Source: an optimization exercise on an open RTL-to-GDS flow (aim: small area). Production flows keep margins and buffers that such runs may drop.
Function was checked by simulation only, so behaviour that the tests miss may differ from the original.
Power figures rest on the tool's default switching activity, not on a simulated workload.

## flow/flow/run.sh

```bash
#!/bin/bash
# Own flow: the standard layout (standard.sh) with these changes:
#  - synthesis: ABC maps the combinational logic with flow/abc_area.script instead of ORFS's
#    script, and Yosys's full-adder extraction is skipped (the logic is already gate-level);
#    registers, flattening and renaming are the standard synthesis's.
#  - floorplan: the buffers synthesis leaves (Yosys's insbuf on aliased nets) are removed
#    (REMOVE_ABC_BUFFERS=1), as the standard flow does with timing-driven placement.
#  - placement: the port buffers are sky130_fd_sc_hd__buf_1 (every input and output port still
#    gets one) instead of the resizer's choice of a clkdlybuf4s50 delay cell.
#  - clock tree: TritonCTS as standard but with no
#    dummy loads; it is still a balanced tree from the clock port to every register.
set -euo pipefail
W=$PWD
{
  echo 'proc abc {args} {'
  echo '  set i [lsearch -exact $args -script]'
  echo "  if {\$i >= 0} { lset args [expr {\$i + 1}] $W/flow/abc_area.script }"
  echo '  yosys abc {*}$args'
  echo '}'
  echo '# adders stay plain logic for ABC'
  echo 'proc extract_fa {args} {}'
  cat synth_recipe.tcl
} > own_synth.tcl
export BUFFER_PORTS_ARGS="-buffer_cell sky130_fd_sc_hd__buf_1"
export CTS_ARGS="-sink_clustering_enable -repair_clock_nets -dont_use_dummy_load"
bash standard.sh SYNTH_SCRIPT="$W/own_synth.tcl" synth > synth_make.log 2>&1
bash standard.sh SYNTH_SCRIPT="$W/own_synth.tcl" REMOVE_ABC_BUFFERS=1 finish > layout_make.log 2>&1
```

## flow/flow/abc_area.script

```
strash
&get -n
&b -d
&dch -f
&nf -p -R 1000
&put
topo
upsize -D 1100
dnsize -D 1100
topo
stime -c
```

## flow/standard.sh

```bash
#!/bin/bash
# synth_recipe.tcl (not shown) runs the flow's synth.tcl, then flattens the netlist and writes it again
# the make line also repeats each setting of config.mk as NAME=value (left out here)
make -C /OpenROAD-flow-scripts/flow DESIGN_CONFIG=/design/flow/config.mk WORK_HOME=/design/flow/orfs CLKGATE_MAP_FILE= SYNTH_SCRIPT=/design/flow/synth_recipe.tcl "${@:-finish}"
```

## flow/config.mk

```make
export PLATFORM = sky130hd
export DESIGN_NAME = clustered_greens_rom
export DESIGN_NICKNAME = clustered_greens_rom
export VERILOG_FILES = /design/flow/design.v
export SDC_FILE = /design/flow/constraint.sdc
export NUM_CORES = 4
export LEC_CHECK = 0
export CAP_MARGIN = 20
export CORE_MARGIN = 2
export CORE_UTILIZATION = 62
export GPL_TIMING_DRIVEN = 0
export SETUP_SLACK_MARGIN = 0.06
export SLEW_MARGIN = 20
```

## flow/constraint.sdc

```tcl
create_clock -name core_clock -period 3.0 [get_ports {clk}]
set_input_delay 0.6000 -clock core_clock [delete_from_list [all_inputs] [get_ports {clk}]]
set_output_delay 0.6000 -clock core_clock [all_outputs]
set_load 0.01 [all_outputs]
```

## flow/design.v

```verilog
`timescale 1ns/100ps
module clustered_greens_rom (
  input  logic         clk,
  input  logic         rst,
  input  logic [7:0]   me,
  input  logic [23:0]  coords_x,
  input  logic [23:0]  coords_y,
  input  logic [23:0]  coords_z,
  output logic [255:0] rdata
);
  logic [7:0][3:0] e_in;
  logic [23:0]     l_in;
  logic [3:0]      t_in;
  logic [2:0]      c_in;
  for (genvar p = 0; p < 8; p++) begin : g_enc
    grom_enc enc_i (
      .i ({coords_z[3*p +: 3], coords_y[3*p +: 3], coords_x[3*p +: 3]}),
      .o (e_in[p])
    );
    assign l_in[3*p +: 3] = e_in[p][2:0];
  end
  for (genvar j = 0; j < 4; j++) begin : g_pair
    assign t_in[j] = e_in[j][3] | e_in[7-j][3];
  end
  assign c_in = {coords_z[0], coords_y[0], coords_x[0]};
  logic [5:0][23:0] l_q;
  logic [5:0][3:0]  t_q;
  logic [5:0][2:0]  c_q;
  logic [23:0]      l_6;
  logic [3:0]       t_6;
  logic [7:0]       x_6;
  logic [7:0]       maj_6;
  always_ff @(posedge clk) begin
    l_q[0] <= l_in;
    t_q[0] <= t_in;
    c_q[0] <= c_in;
    for (int i = 1; i < 6; i++) begin
      l_q[i] <= l_q[i-1];
      t_q[i] <= t_q[i-1];
      c_q[i] <= c_q[i-1];
    end
    l_6 <= l_q[5];
    t_6 <= t_q[5];
    for (int q = 0; q < 8; q++) begin
      x_6[q]   <= (^(c_q[5] ^ 3'(q))) ^ l_q[5][3*q];
      maj_6[q] <= ((c_q[5][0] ^ q[0]) & (c_q[5][1] ^ q[1])) |
                  ((c_q[5][0] ^ q[0]) & (c_q[5][2] ^ q[2])) |
                  ((c_q[5][1] ^ q[1]) & (c_q[5][2] ^ q[2]));
    end
  end
  logic [7:0][24:0] v;
  for (genvar p = 0; p < 8; p++) begin : g_dec
    grom_dec_x dec_i (.i({maj_6[p], x_6[p], t_6[p < 4 ? p : 7 - p], l_6[3*p +: 3]}), .o(v[p]));
  end
  for (genvar p = 0; p < 8; p++) begin : g_out
    assign rdata[32*p +: 32] = {7'd0, v[p]};
  end
endmodule
module grom_enc (input logic [8:0] i, output logic [3:0] o);
  wire i0 = i[0];
  wire i1 = i[1];
  wire i2 = i[2];
  wire i3 = i[3];
  wire i4 = i[4];
  wire i5 = i[5];
  wire i6 = i[6];
  wire i7 = i[7];
  wire i8 = i[8];
  wire o0;
  assign o[0] = o0;
  wire o1;
  assign o[1] = o1;
  wire o2;
  assign o[2] = o2;
  wire o3;
  assign o[3] = o3;
  wire new_n14, new_n15, new_n16, new_n17, new_n18, new_n19, new_n20, new_n21, new_n22, new_n23, new_n24, new_n25, new_n26, new_n27, new_n28, new_n29, new_n30, new_n31, new_n32, new_n33, new_n34, new_n35, new_n36, new_n37, new_n38, new_n39, new_n40, new_n41, new_n42, new_n43, new_n44, new_n45, new_n47;
  assign new_n14 = (~i7);   
  assign new_n15 = (~i6&~new_n14);   
  assign new_n16 = (~i4);   
  assign new_n17 = (~i3&~new_n16);   
  assign new_n18 = (~i1);   
  assign new_n19 = (~i0&~new_n18);   
  assign new_n20 = (~new_n17) | (~new_n19);   
  assign new_n21 = (new_n17&new_n20) | (new_n19&new_n20);   
  assign new_n22 = (~new_n15) | (~new_n21);   
  assign new_n23 = (~new_n22);   
  assign new_n24 = (~new_n15&~new_n21);   
  assign new_n25 = (~i4&i5);   
  assign new_n26 = (~new_n16&~i5);   
  assign new_n27 = (~new_n25&~new_n26) | (~i3);   
  assign new_n28 = (~new_n25) | (~new_n27);   
  assign new_n29 = (~i2);   
  assign new_n30 = (~i1&~new_n29&~i0);   
  assign new_n31 = (~i8);   
  assign new_n32 = (~i7&~new_n31&~i6);   
  assign new_n33 = (~new_n30) | (~new_n32);   
  assign new_n34 = (~new_n30&~new_n32) | (~new_n33);   
  assign new_n35 = (~new_n28) | (~new_n34);   
  assign new_n36 = (~i6);   
  assign new_n37 = (~new_n14&~i7) | (~new_n14&~new_n31) | (~i8&~i7) | (~i8&~new_n31);   
  assign new_n38 = (~new_n36&~new_n37) | (~new_n22);   
  assign new_n39 = (~i1&~new_n29);   
  assign new_n40 = (~new_n18&~i2);   
  assign new_n41 = (~new_n39&~new_n40) | (~i0);   
  assign new_n42 = (~new_n20) | (~new_n27) | (~new_n41);   
  assign new_n43 = (~new_n27&~new_n41) | (~new_n42);   
  assign new_n44 = (new_n38&new_n42) | (new_n43&new_n42);   
  assign new_n45 = (~new_n35) | (~new_n44);   
  assign o0 = (~new_n23&~new_n24) | (~new_n45);   
  assign new_n47 = (~new_n38) | (~new_n43);   
  assign o1 = (~new_n38&~new_n43) | (~new_n47) | (~new_n45);   
  assign o2 = (new_n28&new_n35) | (new_n34&new_n35) | (new_n28&new_n44) | (new_n34&new_n44);   
  assign o3 = (~new_n28&~new_n34) | (~new_n33);   
endmodule
module grom_dec_x (input logic [5:0] i, output logic [24:0] o);
  wire i0 = i[0];
  wire i1 = i[1];
  wire i2 = i[2];
  wire i3 = i[3];
  wire i4 = i[4];
  wire i5 = i[5];
  wire o0;
  assign o[0] = o0;
  wire o1;
  assign o[1] = o1;
  wire o2;
  assign o[2] = o2;
  wire o3;
  assign o[3] = o3;
  wire o4;
  assign o[4] = o4;
  wire o5;
  assign o[5] = o5;
  wire o6;
  assign o[6] = o6;
  wire o7;
  assign o[7] = o7;
  wire o8;
  assign o[8] = o8;
  wire o9;
  assign o[9] = o9;
  wire o10;
  assign o[10] = o10;
  wire o11;
  assign o[11] = o11;
  wire o12;
  assign o[12] = o12;
  wire o13;
  assign o[13] = o13;
  wire o14;
  assign o[14] = o14;
  wire o15;
  assign o[15] = o15;
  wire o16;
  assign o[16] = o16;
  wire o17;
  assign o[17] = o17;
  wire o18;
  assign o[18] = o18;
  wire o19;
  assign o[19] = o19;
  wire o20;
  assign o[20] = o20;
  wire o21;
  assign o[21] = o21;
  wire o22;
  assign o[22] = o22;
  wire o23;
  assign o[23] = o23;
  wire o24;
  assign o[24] = o24;
  wire new_n100, new_n101, new_n102, new_n104, new_n105, new_n106, new_n107, new_n108, new_n110, new_n111, new_n112, new_n113, new_n114, new_n115, new_n117, new_n118, new_n119, new_n120, new_n122, new_n123, new_n126, new_n128, new_n130, new_n132, new_n133, new_n134, new_n135, new_n136, new_n137, new_n139, new_n140, new_n142, new_n143, new_n145, new_n146, new_n149, new_n152, new_n154, new_n155, new_n157, new_n159, new_n32, new_n33, new_n34, new_n35, new_n36, new_n37, new_n38, new_n39, new_n40, new_n41, new_n42, new_n43, new_n44, new_n45, new_n46, new_n47, new_n48, new_n49, new_n50, new_n51, new_n52, new_n53, new_n54, new_n55, new_n56, new_n57, new_n58, new_n59, new_n60, new_n61, new_n62, new_n63, new_n64, new_n65, new_n66, new_n67, new_n68, new_n69, new_n70, new_n72, new_n73, new_n74, new_n75, new_n76, new_n77, new_n78, new_n79, new_n81, new_n82, new_n83, new_n84, new_n85, new_n86, new_n87, new_n88, new_n89, new_n90, new_n91, new_n93, new_n94, new_n95, new_n96, new_n97, new_n98, new_n99;
  assign new_n32 = (~i0) | (~i4) | (~i5);   
  assign new_n33 = (~i1&~i2&~new_n32);   
  assign new_n34 = (~i4&~i5);   
  assign new_n35 = (i2) | (~new_n34) | (~i1);   
  assign new_n36 = (~i0&~new_n35);   
  assign new_n37 = (i4) | (~i5);   
  assign new_n38 = (~i0&~i2&~new_n37);   
  assign new_n39 = (~new_n33&~new_n36&~new_n38);   
  assign new_n40 = (~i0&~new_n37);   
  assign new_n41 = (i1&i4&i5);   
  assign new_n42 = (i0) | (~i1);   
  assign new_n43 = (~i3);   
  assign new_n44 = (~new_n43) | (~i4);   
  assign new_n45 = (~new_n42&~new_n44);   
  assign new_n46 = (~i3&~i5);   
  assign new_n47 = (~i2&i0);   
  assign new_n48 = (~i4) | (~new_n46) | (~new_n47);   
  assign new_n49 = (~new_n40&~new_n41&~new_n45&new_n48);   
  assign new_n50 = (~i0&i1);   
  assign new_n51 = (~new_n39&~new_n50) | (~new_n49&~new_n50);   
  assign new_n52 = (i3) | (i5);   
  assign new_n53 = (~i1&~new_n52);   
  assign new_n54 = (~i2) | (~i4) | (~new_n53);   
  assign new_n55 = (~new_n51&new_n54);   
  assign new_n56 = (~i1&~i2);   
  assign new_n57 = (~new_n43&~i5);   
  assign new_n58 = (i4) | (~i2);   
  assign new_n59 = (~i0&~new_n58);   
  assign new_n60 = (~new_n56&~new_n59) | (~new_n57&~new_n59);   
  assign new_n61 = (~new_n34&~new_n60);   
  assign new_n62 = (~new_n56) | (~new_n57);   
  assign new_n63 = (~i0&~new_n62);   
  assign new_n64 = (~new_n36&~new_n61) | (~new_n63);   
  assign new_n65 = (i1) | (i3) | (i5);   
  assign new_n66 = (~i0&~new_n65&i2);   
  assign new_n67 = (~i0&~i4) | (~i2);   
  assign new_n68 = (i5) | (new_n42) | (new_n67);   
  assign new_n69 = (~i2&~new_n42) | (~new_n68);   
  assign new_n70 = (~new_n66&~new_n69);   
  assign o0 = (~new_n55) | (~new_n64) | (~new_n70);   
  assign new_n72 = (~i0) | (~new_n56);   
  assign new_n73 = (~i0&i5);   
  assign new_n74 = (i2&new_n73);   
  assign new_n75 = (~i1) | (~new_n74);   
  assign new_n76 = (~i5&~new_n72) | (~new_n75);   
  assign new_n77 = (new_n76) | (~new_n54);   
  assign new_n78 = (~new_n77&new_n48);   
  assign new_n79 = (~new_n36&~new_n61&~new_n66);   
  assign o1 = (~new_n78) | (~new_n79);   
  assign new_n81 = (~new_n35&~i3) | (~new_n68&~i3);   
  assign new_n82 = (~i0&~i2);   
  assign new_n83 = (~new_n82&~new_n36) | (~new_n41&~new_n36);   
  assign new_n84 = (~new_n81&new_n83);   
  assign new_n85 = (~i0&~i4);   
  assign new_n86 = (~i2) | (~i4) | (~i5);   
  assign new_n87 = (new_n86) | (~new_n42);   
  assign new_n88 = (~new_n85&~new_n62) | (~new_n87);   
  assign new_n89 = (~new_n46&~new_n38) | (~new_n59&~new_n38);   
  assign new_n90 = (~i1&~new_n89);   
  assign new_n91 = (~new_n88&~new_n90);   
  assign o2 = (~new_n84) | (~new_n91);   
  assign new_n93 = (~i0&~new_n59) | (~new_n56&~new_n59);   
  assign new_n94 = (~i4&~new_n65);   
  assign new_n95 = (~i2) | (~new_n94);   
  assign new_n96 = (~new_n74&~new_n46) | (~i2&~new_n50);   
  assign new_n97 = (new_n96) | (~i4);   
  assign new_n98 = (~new_n48&~new_n77) | (~new_n97&~new_n77);   
  assign new_n99 = (~i1) | (~new_n43);   
  assign new_n100 = (~new_n58&~new_n99);   
  assign new_n101 = (~new_n94&~new_n100) | (~i0);   
  assign new_n102 = (~new_n33&~new_n98&new_n101);   
  assign o3 = (~new_n43&~i5&~new_n93) | (~new_n95) | (~new_n102);   
  assign new_n104 = (~i5&i0);   
  assign new_n105 = (~i1&~new_n104&i4);   
  assign new_n106 = (~i1) | (~i4) | (~new_n57);   
  assign new_n107 = (~new_n37&~new_n82) | (~new_n106);   
  assign new_n108 = (~i2&~new_n107) | (~new_n104&~new_n107);   
  assign o4 = (~new_n94&~new_n105&new_n108&new_n35);   
  assign new_n110 = (~i0) | (~i2) | (~i4) | (~i5);   
  assign new_n111 = (~new_n95) | (~new_n110);   
  assign new_n112 = (~new_n46) | (~new_n47);   
  assign new_n113 = (~i0&~new_n106) | (~new_n62) | (~new_n112);   
  assign new_n114 = (~new_n66&~new_n111&~new_n113);   
  assign new_n115 = (~new_n60&~o4);   
  assign o5 = (~new_n60&~new_n115) | (~new_n114&~new_n115);   
  assign new_n117 = (~i1&~new_n32);   
  assign new_n118 = (~new_n50) | (~new_n96);   
  assign new_n119 = (~new_n65&~new_n67);   
  assign new_n120 = (~new_n65&~new_n119) | (~new_n85&~new_n119);   
  assign o6 = (new_n117) | (~new_n118) | (~new_n120) | (~new_n87);   
  assign new_n122 = (~i2&~i4&~new_n42);   
  assign new_n123 = (~new_n122&~new_n63);   
  assign o7 = (~new_n97) | (~new_n101) | (~new_n123);   
  assign o20 = (~new_n49&~i2) | (~new_n84&~i2);   
  assign new_n126 = (~i1&~new_n110) | (~new_n60);   
  assign o8 = (o20) | (new_n126);   
  assign new_n128 = (~i4&~new_n76) | (new_n93);   
  assign o9 = (~new_n64) | (~new_n95) | (~new_n128);   
  assign new_n130 = (~new_n41&~new_n88);   
  assign o10 = (~i0&~new_n130) | (~new_n89);   
  assign new_n132 = (~i2&~new_n50&~new_n44);   
  assign new_n133 = (~i5&~new_n85);   
  assign new_n134 = (~i0) | (~new_n99);   
  assign new_n135 = (~new_n56&~new_n134);   
  assign new_n136 = (~new_n57&~new_n135) | (~new_n105&~new_n135);   
  assign new_n137 = (~i2&~new_n133) | (~new_n136);   
  assign o11 = (~new_n41&~new_n132&~new_n137);   
  assign new_n139 = (~i5&~new_n42);   
  assign new_n140 = (~new_n52&~new_n139) | (~new_n59&~new_n139);   
  assign o12 = (~new_n55) | (~new_n83) | (~new_n140);   
  assign new_n142 = (~i1&~new_n86);   
  assign new_n143 = (~new_n53&~new_n142) | (~i0);   
  assign o13 = (~i4&~new_n140) | (~new_n143) | (~new_n78);   
  assign new_n145 = (~i0&~new_n37) | (~new_n62);   
  assign new_n146 = (~new_n36&~new_n145) | (~new_n64);   
  assign o14 = (~new_n87&~new_n117) | (~new_n146) | (~new_n84);   
  assign o15 = (~new_n62) | (~new_n102);   
  assign new_n149 = (~new_n52&~new_n63&~new_n111) | (~new_n59&~new_n63&~new_n111);   
  assign o16 = (~new_n49) | (~new_n149);   
  assign o17 = (~new_n56&~new_n89) | (~new_n114);   
  assign new_n152 = (i1&new_n87) | (new_n60&new_n87) | (i1&new_n117) | (new_n60&new_n117);   
  assign o18 = (~new_n54) | (~new_n39) | (~new_n118) | (~new_n152);   
  assign new_n154 = (~i0) | (~new_n94);   
  assign new_n155 = (~new_n36&~new_n100&~new_n142);   
  assign o19 = (~new_n96) | (~new_n154) | (~new_n155);   
  assign new_n157 = (~i4&i5);   
  assign o21 = (~new_n72&~new_n157&~new_n57);   
  assign new_n159 = (~i3&~new_n73) | (~new_n157&~new_n73);   
  assign o22 = (~i1&~i2&~new_n159);   
  assign o23 = (i4&new_n53&new_n82);   
  assign o24 = (~i2&~new_n65&~new_n133);   
endmodule
```

==> flow_summary.toml, run 1 <==
[run_status]
status = "finished clean"

[critical_path]
crit_chain = "nor2_1, nand2_1, a21oi_1, nor3_1, nor3_2, o211ai_1, buf_1"
required_ps = 2400
r2r-start = "c_q[15]"
path_max_fanout = 24
crit_slowest_cell = "dfxtp_4"
r2r_cells = 5
startpoint_type = "flip-flop"
r2r-end = "x_6[2]"
max_stage_delay_ps = 430
endpoint_kind = "output pin"
crit_type = "flip-flop to output pin"
crit_arrival_ps = 2330
r2r_slack_ps = 1460

[floorplan]
rows = 54
die-width_um = 152
start_util_pct = 62.6
io_pins = 338
die_height_um = 152
core_area_um2 = 21700
die-area_um2 = 23100

[detailed_routing]
drt_pass1_iterations = 8
drt-initial-drc-count = 1294
final_antenna_net_count = 0
vias = 12900
post_drt_wl_per_cell_um = 16.0
routed_wirelength_um = 34600
viasPerCell = 5.95
route.detailed.drc = 0

[place]
post-dp-hpwl_um = 25100
portBuffers = 272
dp_cells = 2124
post_dp_cell_area_um2 = 13300
place_congestion = 1.02

[clock_network]
cts_htree_levels = 1
cts-buffers-inserted = 22
clk_latency_ps = 490
root_buffer = "clkbuf_16"
cts_tree = "yes"
clockBufferDepth = 3
cts_sinks = 230
path_clk_slew_ps = 60

[power_and_ir_drop]
vdd_drop_max_mv = 0.523
total_power_w = 0.0111
power.density_nw_per_um2 = 766
power.leakage_nw = 5.79

[min_path]
hold_depth = 1
min_from = "coords_x[0]"
min_to = "c_q[0]"
hold_class = "primary input to flip-flop"

[sta]
tightestPinTransition_ps = 670
fmax_mhz = 341
final_hold_viol_count = 0
finClkSkew_ps = 35.7
drv_slew = 0
finalCritPeriodShare_pct = 97.8
relSlewSlack_pct = 55.3
min_period_ps = 2930
final-setup-viol-count = 0
rsz0062_at_grt = "true"

[global_routing]
gr-total-overflow = 0
grt_pass1_vias = 11300
grt_max_degree = 27
grt_pass1_wl_um = 54700
track_usage_pct = 27.4
antenna_found_initial = 2

[layout]
fill_cells = 1927
utilization_pct = 66.8
final_nets = 1969
drive_gt1_share_pct = 10.0
fin_area_um2 = 14500
fin_cells = 2167
syn_to_final_growth_pct = 6.66

[synth]
async_flop_share_pct = 0
synth_flop_cell = "dfxtp_1"
synthTopCellsByArea = "dfxtp_1, buf_4, nor2_1"
yosysMostFrequentCell = "nor2_1"
synth_top_area_cell = "dfxtp_1"
syn_avg_cell_area_um2 = 7.66
synth_edf_count = 0
mappedNetlistArea_um2 = 13600
ys.warnings.count = 1
ys_types = 56
synth-seq-cells = 230
yosysSeqAreaShare_pct = 33.9
synth.top_cell.area_share_pct = 33.9
netlist_instances = 1772
synth_commonest_cells = "nor2_1, buf_4, dfxtp_1"

[flow_run]
maxCapViolCount = 0
==> metal layers <==
metal | global-route usage [%] | up-vias | share of wire (%) | wire [um]
li1 | - | 6133 | - | -
met1 | 36.7 | 5829 | 40 | 13900
met2 | 45.0 | 817 | 46 | 15900
met3 | 4.76 | 119 | 10 | 3590
met4 | 9.66 | 0 | 3.5 | 1200
met5 | 0 | - | 0 | 0
==> critical path, delay by kind of cell, from the launching register on <==
family,cells,cell delay (ps)
and+or+nand+nor,4,820
AOI/OAI and AO/OA,2,450
buffers and inverters,1,160
DFF,1,430
==> where the power goes <==
| part | total (W) | internal, W | switching [W] |
|---|---|---|---|
| sequential | 0.00440 | 0.00365 | 0.000756 |
| combinational | 0.00445 | 0.00164 | 0.00281 |
| clock | 0.00224 | 0.00128 | 0.000953 |
| total | 0.0111 | 0.00657 | 0.00452 |
==> how the worst max path moves through the flow <==
stage,start,endpoint,slack (ps),cells past startpoint
2_1_floorplan,maj_6[0],rdata[5],640,6
3_3_place_gp,x_6[7],rdata[238],-100,8
3_5_place_dp,t_6[0],rdata[12],1,7
4_1_cts,l_6[8],rdata[78],60,8
5_1_grt,l_6[11],rdata[110],-20,8
6_report,l_6[2],rdata[3],70,7
==> cells in the final DEF (no fill, tap or decap), drive strengths merged, types with 9 or more instances in the layout <==
cell     synthesis  final
nand4           23     23
o21ai           99     99
nor4b            9      9
o22ai           22     22
nand3           85     85
xor2            44     44
xnor2           21     21
buf            256    290
and3            24     24
nor2           271    271
nand3b          18     18
o2111ai          9      9
nand2b          69     69
nor3b           29     29
a2111oi         13     13
clkbuf           0     24
nand2          161    161
nor2b           66     66
or2             26     26
a21oi          100    100
nor3            84     84
conb             1     56
dfxtp          230    230
nor4             9      9
o211ai          16     16
==> flip-flops by register name (all words and copies together) (netlist names) <==
signal / count
l_q: 144
maj_6: 8
x_6: 8
t_6: 4
l_6: 24
t_q: 24
c_q: 18
==> repair_timing <==
| item | 4_1_cts | 5_1_grt |
|---|---|---|
| setup buffers | 0 | 19 |
| endpoints found under the setup margin | 130 | 89 |
| pin swaps | 1 | 8 |
| gates resized for setup | 83 | 95 |
| hold buffers | 0 | 0 |
==> cell families after synthesis <==
| logic type | after synthesis | synth area share [%] |
|---|---|---|
| buf+inv | 265 | 14.4 |
| flops | 230 | 33.9 |
| simple gates | 893 | 33.0 |
| compound gates | 318 | 14.5 |
| other cells | 1 | 0.0276 |
| xor+xnor | 65 | 4.19 |
==> per-stage QoR <==
stage                     TNS (ps)  hold slack [ps]  setup WS [ps]
final                            0              283           66.8
after detailed placement         0              312           1.13
after CTS                        0              275           62.7
after global placement        -206              310           -100
after global routing         -25.0              286          -21.5
after floorplan                  0              310            636
==> final cells by class <==
| cell class | count | area [um2] | share of cell area [%] |
|---|---|---|---|
| Clock buffer | 22 | 551 | 3.80 |
| Antenna cell | 2 | 5.00 | 0.0346 |
| Multi-Input combinational cell | 1332 | 7580 | 52.3 |
| Sequential cell | 230 | 4770 | 32.9 |
| Inverter | 9 | 33.8 | 0.233 |
| Timing Repair Buffer | 292 | 1190 | 8.24 |
| Tap cell | 280 | 350 | 2.42 |
==> inputs of run 2 (changes only) <==
--- a/flow/design.v
+++ b/flow/design.v
@@ -14,6 +14,8 @@
   logic [2:0]      c_in;
   for (genvar p = 0; p < 8; p++) begin : g_enc
+    logic [2:0] lane;
+    assign lane = c_in ^ 3'(p);
     grom_enc enc_i (
-      .i ({coords_z[3*p +: 3], coords_y[3*p +: 3], coords_x[3*p +: 3]}),
+      .i ({coords_z[3*p+1 +: 2], lane[2], coords_y[3*p+1 +: 2], lane[1], coords_x[3*p+1 +: 2], lane[0]}),
       .o (e_in[p])
     );
@@ -75,42 +77,44 @@
   wire o3;
   assign o[3] = o3;
-  wire new_n14, new_n15, new_n16, new_n17, new_n18, new_n19, new_n20, new_n21, new_n22, new_n23, new_n24, new_n25, new_n26, new_n27, new_n28, new_n29, new_n30, new_n31, new_n32, new_n33, new_n34, new_n35, new_n36, new_n37, new_n38, new_n39, new_n40, new_n41, new_n42, new_n43, new_n44, new_n45, new_n47;
-  assign new_n14 = (~i7);   
-  assign new_n15 = (~i6&~new_n14);   
-  assign new_n16 = (~i4);   
-  assign new_n17 = (~i3&~new_n16);   
-  assign new_n18 = (~i1);   
-  assign new_n19 = (~i0&~new_n18);   
+  wire new_n14, new_n15, new_n16, new_n17, new_n18, new_n19, new_n20, new_n21, new_n22, new_n23, new_n24, new_n25, new_n26, new_n27, new_n28, new_n29, new_n30, new_n31, new_n32, new_n33, new_n34, new_n35, new_n36, new_n37, new_n38, new_n39, new_n40, new_n41, new_n42, new_n43, new_n44, new_n45, new_n46, new_n48, new_n49;
+  assign new_n14 = (~i6);   
+  assign new_n15 = (~new_n14) | (~i7);   
+  assign new_n16 = (~i1);   
+  assign new_n17 = (~i0&~new_n16);   
+  assign new_n18 = (~i4);   
+  assign new_n19 = (~i3&~new_n18);   
   assign new_n20 = (~new_n17) | (~new_n19);   
-  assign new_n21 = (new_n17&new_n20) | (new_n19&new_n20);   
-  assign new_n22 = (~new_n15) | (~new_n21);   
-  assign new_n23 = (~new_n22);   
-  assign new_n24 = (~new_n15&~new_n21);   
-  assign new_n25 = (~i4&i5);   
-  assign new_n26 = (~new_n16&~i5);   
-  assign new_n27 = (~new_n25&~new_n26) | (~i3);   
+  assign new_n21 = (~new_n17&~new_n19) | (~new_n20);   
+  assign new_n22 = (~i8);   
+  assign new_n23 = (~i7&~new_n22&~i6);   
+  assign new_n24 = (~i2);   
+  assign new_n25 = (~i1&~new_n24&~i0);   
+  assign new_n26 = (~i5);   
+  assign new_n27 = (~i4&~new_n26&~i3);   
   assign new_n28 = (~new_n25) | (~new_n27);   
-  assign new_n29 = (~i2);   
-  assign new_n30 = (~i1&~new_n29&~i0);   
-  assign new_n31 = (~i8);   
-  assign new_n32 = (~i7&~new_n31&~i6);   
-  assign new_n33 = (~new_n30) | (~new_n32);   
-  assign new_n34 = (~new_n30&~new_n32) | (~new_n33);   
-  assign new_n35 = (~new_n28) | (~new_n34);   
-  assign new_n36 = (~i6);   
-  assign new_n37 = (~new_n14&~i7) | (~new_n14&~new_n31) | (~i8&~i7) | (~i8&~new_n31);   
-  assign new_n38 = (~new_n36&~new_n37) | (~new_n22);   
-  assign new_n39 = (~i1&~new_n29);   
-  assign new_n40 = (~new_n18&~i2);   
-  assign new_n41 = (~new_n39&~new_n40) | (~i0);   
-  assign new_n42 = (~new_n20) | (~new_n27) | (~new_n41);   
-  assign new_n43 = (~new_n27&~new_n41) | (~new_n42);   
-  assign new_n44 = (new_n38&new_n42) | (new_n43&new_n42);   
-  assign new_n45 = (~new_n35) | (~new_n44);   
-  assign o0 = (~new_n23&~new_n24) | (~new_n45);   
-  assign new_n47 = (~new_n38) | (~new_n43);   
-  assign o1 = (~new_n38&~new_n43) | (~new_n47) | (~new_n45);   
-  assign o2 = (new_n28&new_n35) | (new_n34&new_n35) | (new_n28&new_n44) | (new_n34&new_n44);   
-  assign o3 = (~new_n28&~new_n34) | (~new_n33);   
+  assign new_n29 = (new_n25&new_n28) | (new_n27&new_n28);   
+  assign new_n30 = (~new_n23) | (~new_n29);   
+  assign new_n31 = (new_n23&new_n30) | (new_n29&new_n30);   
+  assign new_n32 = (~i1&~new_n24);   
+  assign new_n33 = (~new_n16&~i2);   
+  assign new_n34 = (~new_n32&~new_n33) | (~i0);   
+  assign new_n35 = (~i4&~new_n26);   
+  assign new_n36 = (~new_n18&~i5);   
+  assign new_n37 = (~new_n35&~new_n36) | (~i3);   
+  assign new_n38 = (~new_n15&~new_n21);   
+  assign new_n39 = (~i7&~new_n22);   
+  assign new_n40 = (~i7&~new_n39) | (~new_n22&~new_n39);   
+  assign new_n41 = (~new_n14&~new_n40);   
+  assign new_n42 = (~new_n38&~new_n41);   
+  assign new_n43 = (~new_n20) | (~new_n37) | (~new_n34);   
+  assign new_n44 = (~new_n34&~new_n37) | (~new_n43);   
+  assign new_n45 = (~new_n42&~new_n44) | (~new_n34&~new_n37);   
+  assign new_n46 = (~new_n31) | (~new_n45);   
+  assign o0 = (~new_n15&~new_n38) | (~new_n21&~new_n38) | (~new_n46&~new_n38);   
+  assign new_n48 = (~new_n42&~new_n44);   
+  assign new_n49 = (~new_n42&~new_n48) | (~new_n44&~new_n48);   
+  assign o1 = (new_n49) | (~new_n46);   
+  assign o2 = (new_n31) | (new_n45);   
+  assign o3 = (~new_n28) | (~new_n30);   
 endmodule
 module grom_dec_x (input logic [5:0] i, output logic [24:0] o);
--- a/flow/config.mk
+++ b/flow/config.mk
@@ -8,6 +8,6 @@
 export CAP_MARGIN = 20
 export CORE_MARGIN = 2
-export CORE_UTILIZATION = 62
+export CORE_UTILIZATION = 45
 export GPL_TIMING_DRIVEN = 0
-export SETUP_SLACK_MARGIN = 0.06
+export SETUP_SLACK_MARGIN = 0.1
 export SLEW_MARGIN = 20
==> flow_summary.toml, run 2 <==
[run_status]
status = "finished clean"

[power_and_ir_drop]
comb_power_share_pct = 40.7
power.leakage_nw = 6.03
p_sw_share_pct = 39.3
p_seq_share_pct = 38.1
switching_power_w = 0.00427
total_power_w = 0.0109
internal_power_w = 0.00660
power.density_nw_per_um2 = 724
vdd_drop_max_mv = 0.433
p_clk_share_pct = 21.2

[synth]
mappedNetlistArea_um2 = 13400
async_flop_share_pct = 0
netlist_instances = 1779
ys.warnings.count = 1
synthTopCellsByArea = "dfxtp_1, buf_4, nor2_1"
synth.top_cell.area_share_pct = 34.3
yosysMostFrequentCell = "nor2_1"
synth_commonest_cells = "nor2_1, buf_4, dfxtp_1"
ys_types = 60
synth_edf_count = 0
synth-seq-cells = 230
yosysSeqAreaShare_pct = 34.3
synth_flop_cell = "dfxtp_1"
syn_avg_cell_area_um2 = 7.55
synth_top_area_cell = "dfxtp_1"

[clock_network]
hold_buffers = 0
cts_tree = "yes"
root_buffer = "clkbuf_16"
clk_latency_ps = 490
cts_htree_levels = 1
cts_sinks = 230
clockBufferDepth = 3
cts-buffers-inserted = 23
path_clk_slew_ps = 60

[layout]
syn_to_final_growth_pct = 11.7
fin_area_um2 = 15000
final_nets = 2004
regMostFlops = "l_q"
largest_register_ffs = 144
mostFrequentLayoutCells = "buf_1, nor2_1, dfxtp_1, nand2_1, o21ai_0"
layout_commonest_cell = "buf_1"
reg_top3 = "l_q (144), l_6 (24), t_q (24)"
drive_gt1_share_pct = 14.3
fill_cells = 2884
antenna_cells = 0

[sta]
finClkSkew_ps = 17.9
tightestPinTransition_ps = 918
drv_slew = 0
fmax_mhz = 343
rsz0062_at_grt = "true"
relSlewSlack_pct = 38.8
hold_ws_ps = 303
min_period_ps = 2920
finalCritPeriodShare_pct = 97.2
final_hold_viol_count = 0
final-setup-viol-count = 0

[critical_path]
endpoint_kind = "output pin"
crit_type = "flip-flop to output pin"
path_max_fanout = 10
crit_chain = "inv_4, nand2_4, or3_4, nor2_4, buf_4, nor4_4, o21ai_1, or3_1, buf_2"
r2r-start = "c_q[17]"
crit_path_start = "l_6[0]"
required_ps = 2400
crit_arrival_ps = 2320
startpoint_type = "flip-flop"
crit_slowest_cell = "dfxtp_4"
r2r_slack_ps = 1500
max_stage_delay_ps = 390

[floorplan]
core_area_um2 = 29600
die-area_um2 = 31300
io_pins = 338
rows = 63
die-width_um = 177
die_height_um = 177
start_util_pct = 45.5

[min_path]
min_from = "l_q[26]"
hold_class = "flip-flop to flip-flop"

[detailed_routing]
drt_pass1_iterations = 6
final_antenna_net_count = 0
vias = 12900
post_drt_wl_per_cell_um = 15.3
drt-initial-drc-count = 2009
route.detailed.drc = 0
routed_wirelength_um = 35300
viasPerCell = 5.58

[global_routing]
grt_pass1_wl_um = 53100
grt_pass1_vias = 11000
gr-total-overflow = 0
antenna_found_initial = 0
grt_max_degree = 32
track_usage_pct = 19.9

[flow_run]
maxCapViolCount = 0

[place]
post_dp_cell_area_um2 = 13200
post-dp-hpwl_um = 24300
place_congestion = 0.960
portBuffers = 251
## run 2: final cells by class
cell class	count	area, um2	share of cell area, %
repair buffers	319	1490	9.93
clock buffers	23	576	3.83
flip-flops and latches	230	4770	31.8
well taps	390	488	3.25
multi-input cells	1322	7580	50.5
inverters	26	111	0.742
## run 2: per-layer routing
metal	GRT usage [%]	routed length, um
met3	3.11	3170
met4	7.44	1040
met1	28.0	15100
met2	30.6	15900
met5	0	0
## run 2: worst paths after layout
check,endpoint,cells after the start
hold reg to reg,l_q[50],0
setup reg to reg,x_6[4],5
hold / removal,l_q[50],0
setup / recovery,rdata[12],9
## run 2: repair_timing
action                     4_1_cts  5_1_grt
resized for setup              131      119
pin swaps                        5       15
setup endpoints to repair      149       91
setup buffers                   18       49
## run 2: cell families (layout without fill, tap and decap cells)
logic type	count (synthesis)	after routing	share of synthesized area (%)
compound gates	319	319	14.1
xor+xnor	58	58	3.78
fa+ha+maj	6	6	0.447
buf+inv	282	368	15.0
flops	230	230	34.3
mux	1	1	0.0838
other cells	1	56	0.0279
simple gates	882	882	32.3
## run 2: stage by stage
| stage | cells | utilization, % | worst slack, ps | TNS [ps] |
|---|---|---|---|---|
| final | 2310 | 50.8 | 83.5 | 0 |
| after global routing | 2310 | 50.8 | -23.3 | -27.0 |
| after CTS | 2261 | 48.1 | 87.3 | 0 |
| after detailed placement | 2220 | 44.6 | -15.9 | -15.9 |
| after global placement | 2219 | 44.5 | -183 | -361 |
| after floorplan | 1578 | - | 594 | 0 |
## run 2: power by group through the flow
stage / Clock (W) / Combinational (W) / Sequential, W
floorplan: 0 / 0.00252 / 0.00401
global placement: 0 / 0.00376 / 0.00424
detailed placement: 0 / 0.00373 / 0.00422
CTS: 0.00239 / 0.00391 / 0.00417
global route: 0.00251 / 0.00484 / 0.00421
finish: 0.00231 / 0.00443 / 0.00414
## run 2: critical path: cells and delay by family, from the launching register on
kind	cells	cell delay [ps]
and+or+nand+nor	5	920
DFF	1	390
buffers and inverters	3	380
AOI/OAI and AO/OA	1	130
==> inputs of run 3 (changes only) <==
--- a/flow/config.mk
+++ b/flow/config.mk
@@ -8,5 +8,5 @@
 export CAP_MARGIN = 20
 export CORE_MARGIN = 2
-export CORE_UTILIZATION = 45
+export CORE_UTILIZATION = 55
 export GPL_TIMING_DRIVEN = 0
 export SETUP_SLACK_MARGIN = 0.1
==> flow_summary.toml, run 3 <==
[critical_path]
r2r-end = "x_6[4]"
required_ps = 2400
startpoint_type = "flip-flop"
crit_end = "rdata[8]"
crit_arrival_ps = 2290
endpoint_kind = "output pin"
r2r-start = "c_q[17]"
max_stage_delay_ps = 470
r2r_slack_ps = 1510
path_max_fanout = 10
critPathTopFamily = "simple AND/OR/NAND/NOR gates"
cp_num_buf_inv = 2
crit_type = "flip-flop to output pin"
crit_path_start = "t_6[0]"
r2r_cells = 5
cp.depth = 7
crit_slowest_cell = "or4_4"
crit_chain = "or2_4, or4_4, o211ai_4, buf_4, nor2_2, o211ai_1, buf_2"

[floorplan]
die-area_um2 = 25700
io_pins = 338
die-width_um = 160
core_area_um2 = 24200
start_util_pct = 55.6
rows = 57
die_height_um = 160

[place]
post_dp_cell_area_um2 = 13100
portBuffers = 251
dp_slack_ps = 49.4
dp_cells = 2155
place_congestion = 0.953
post-dp-hpwl_um = 24000

[global_routing]
gr-total-overflow = 0
grt_max_degree = 31
track_usage_pct = 23.9
antenna_found_initial = 0
grt_pass1_wl_um = 53400
grt_pass1_vias = 11100

[synth]
mappedNetlistArea_um2 = 13400
muxShareOfSynthArea_pct = 0.0838
ys_types = 60
synth.top_cell.area_share_pct = 34.3
synth_top_area_cell = "dfxtp_1"
synthXorXnorAreaFrac_pct = 3.78
synth_edf_count = 0
synth-seq-cells = 230
yosysSeqAreaShare_pct = 34.3
ys.warnings.count = 1
synth_commonest_cells = "nor2_1, buf_4, dfxtp_1"
synthSimpleGateAreaFrac_pct = 32.3
synth_top_family_by_area = "simple AND/OR/NAND/NOR gates"
synth_flop_cell = "dfxtp_1"
netlist_instances = 1779
syn_avg_cell_area_um2 = 7.55
yosysMostFrequentCell = "nor2_1"
synth-adder-area-share_pct = 0.447
synth_compound_area_share_pct = 14.1
async_flop_share_pct = 0
synthTopCellsByArea = "dfxtp_1, buf_4, nor2_1"

[clock_network]
root_buffer = "clkbuf_16"
cts-buffers-inserted = 22
cts_htree_levels = 1
cts_sinks = 230
cts_tree = "yes"
clockBufferDepth = 3
path_clk_slew_ps = 70
hold_buffers = 0
clk_latency_ps = 490

[power_and_ir_drop]
power.leakage_nw = 6.00
vdd_drop_max_mv = 0.525
power.density_nw_per_um2 = 723

[sta]
hold_ws_ps = 292
relSlewSlack_pct = 38.3
fmax_mhz = 346
worst_slack_ps = 109
final-setup-viol-count = 0
min_period_ps = 2890
tightestPinTransition_ps = 925
finalCritPeriodShare_pct = 96.4
drv_slew = 0
finClkSkew_ps = 45.8
final_hold_viol_count = 0
rsz0062_at_grt = "true"

[detailed_routing]
viasPerCell = 5.81
drt_pass1_iterations = 5
final_antenna_net_count = 0
drt-initial-drc-count = 1620
post_drt_wl_per_cell_um = 15.4
route.detailed.drc = 0
routed_wirelength_um = 34600
vias = 13000

[layout]
fill_cells = 2162
drive_gt1_share_pct = 13.8
fin_area_um2 = 14900
largest_register_ffs = 144
multi_input_area_um2 = 7560
regMostFlops = "l_q"
fin_cells = 2241
syn_to_final_growth_pct = 10.6
seqCellArea_um2 = 4770
mostFrequentLayoutCells = "buf_1, nor2_1, dfxtp_1, nand2_1, o21ai_0"
reg_top3 = "l_q (144), l_6 (24), t_q (24)"
final_nets = 2001
antenna_cells = 0
layout_commonest_cell = "buf_1"

[min_path]
hold_class = "flip-flop to flip-flop"
hold_depth = 0

[run_status]
status = "finished clean"

[flow_run]
maxCapViolCount = 0
run 3: cell counts after synthesis:
No cell type changed its count.
run 3: how the worst min path moves through the flow:
stage | start | end | slack, ps
floorplan | c_q[7] | c_q[10] | 310
global placement | t_q[22] | t_6[2] | 310
detailed placement | l_q[121] | l_6[1] | 310
CTS | l_q[11] | l_q[35] | 290
global route | l_q[11] | l_q[35] | 300
finish | l_q[11] | l_q[35] | 290
run 3: stage by stage:
| step | TNS, ps | util, % | total power [W] |
|---|---|---|---|
| finish | 0 | 61.5 | 0.0108 |
| global route | 0 | 61.5 | 0.0114 |
| CTS | 0 | 58.2 | 0.0103 |
| detailed placement | 0 | 54.2 | 0.00792 |
| global placement | -461 | 54.1 | 0.00794 |
| floorplan | 0 | - | 0.00654 |
run 3: what timing repair did:
item	4_1_cts	5_1_grt
setup endpoints to repair	147	87
setup buffers	14	50
hold endpoints to repair	0	0
gates cloned	0	0
pin swaps	2	17
gates resized for setup	130	118
run 3: cell families after synthesis:
logic type | count (synthesis)
compound gates | 319
xor+xnor | 58
fa+ha+maj | 6
buf+inv | 282
flops | 230
mux | 1
other cells | 1
simple gates | 882
run 3: report_power, final:
part,internal (W),leakage (nW),switching (W)
registers,0.00360,1.95,0.000576
logic,0.00165,3.78,0.00270
clock network,0.00128,0.271,0.000942
run 3: metal layers:
layer  global-route usage [%]  wire length [um]  vias to the layer above
met5                        0                 0                        -
met4                     7.49               928                        0
met3                     3.31              3150                      104
met2                     38.1             15700                      804
met1                     33.8             14900                     5929
li1                         -                 -                     6190
run 3: area by class of cell:
cell class,count,area share [%]
well taps,324,2.73
repair buffers,317,9.88
multi-input cells,1322,50.8
flip-flops and latches,230,32.1
clock buffers,22,3.70
inverters,26,0.766

==> port drivers added, routing unchanged <==
Ports are ideal in the flow. The routed layouts listed here were re-timed in OpenROAD. Step 1, drivers: a clkbuf_16 drives clk and a buf_2 each remaining input, both assumed. Step 2 times the ports against the registers' clock, not the clock port: input delays grow and output delays shrink by t, the midpoint of the rising clock arrivals with the driver on. Slacks: no drivers / after step 1 / after step 2; pairs: no drivers / after step 1.
| run | shift t [ns] | setup slack, ns | hold slack, ns | latest minus earliest clock arrival (ns) | worst data-port slew with drivers (ns) |
|---|---|---|---|---|---|
| run 1 | 0.514 | 0.067 / 0.024 / 0.537 | 0.283 / 0.261 / 0.296 | 0.039 / 0.039 | 0.08 |
| run 2 | 0.516 | 0.083 / 0.044 / 0.239 | 0.303 / 0.303 / 0.303 | 0.019 / 0.020 | 0.08 |
| run 3 | 0.511 | 0.109 / 0.067 / 0.201 | 0.292 / 0.292 / 0.292 | 0.054 / 0.054 | 0.05 |
After both steps setup and hold are still met in every run listed.
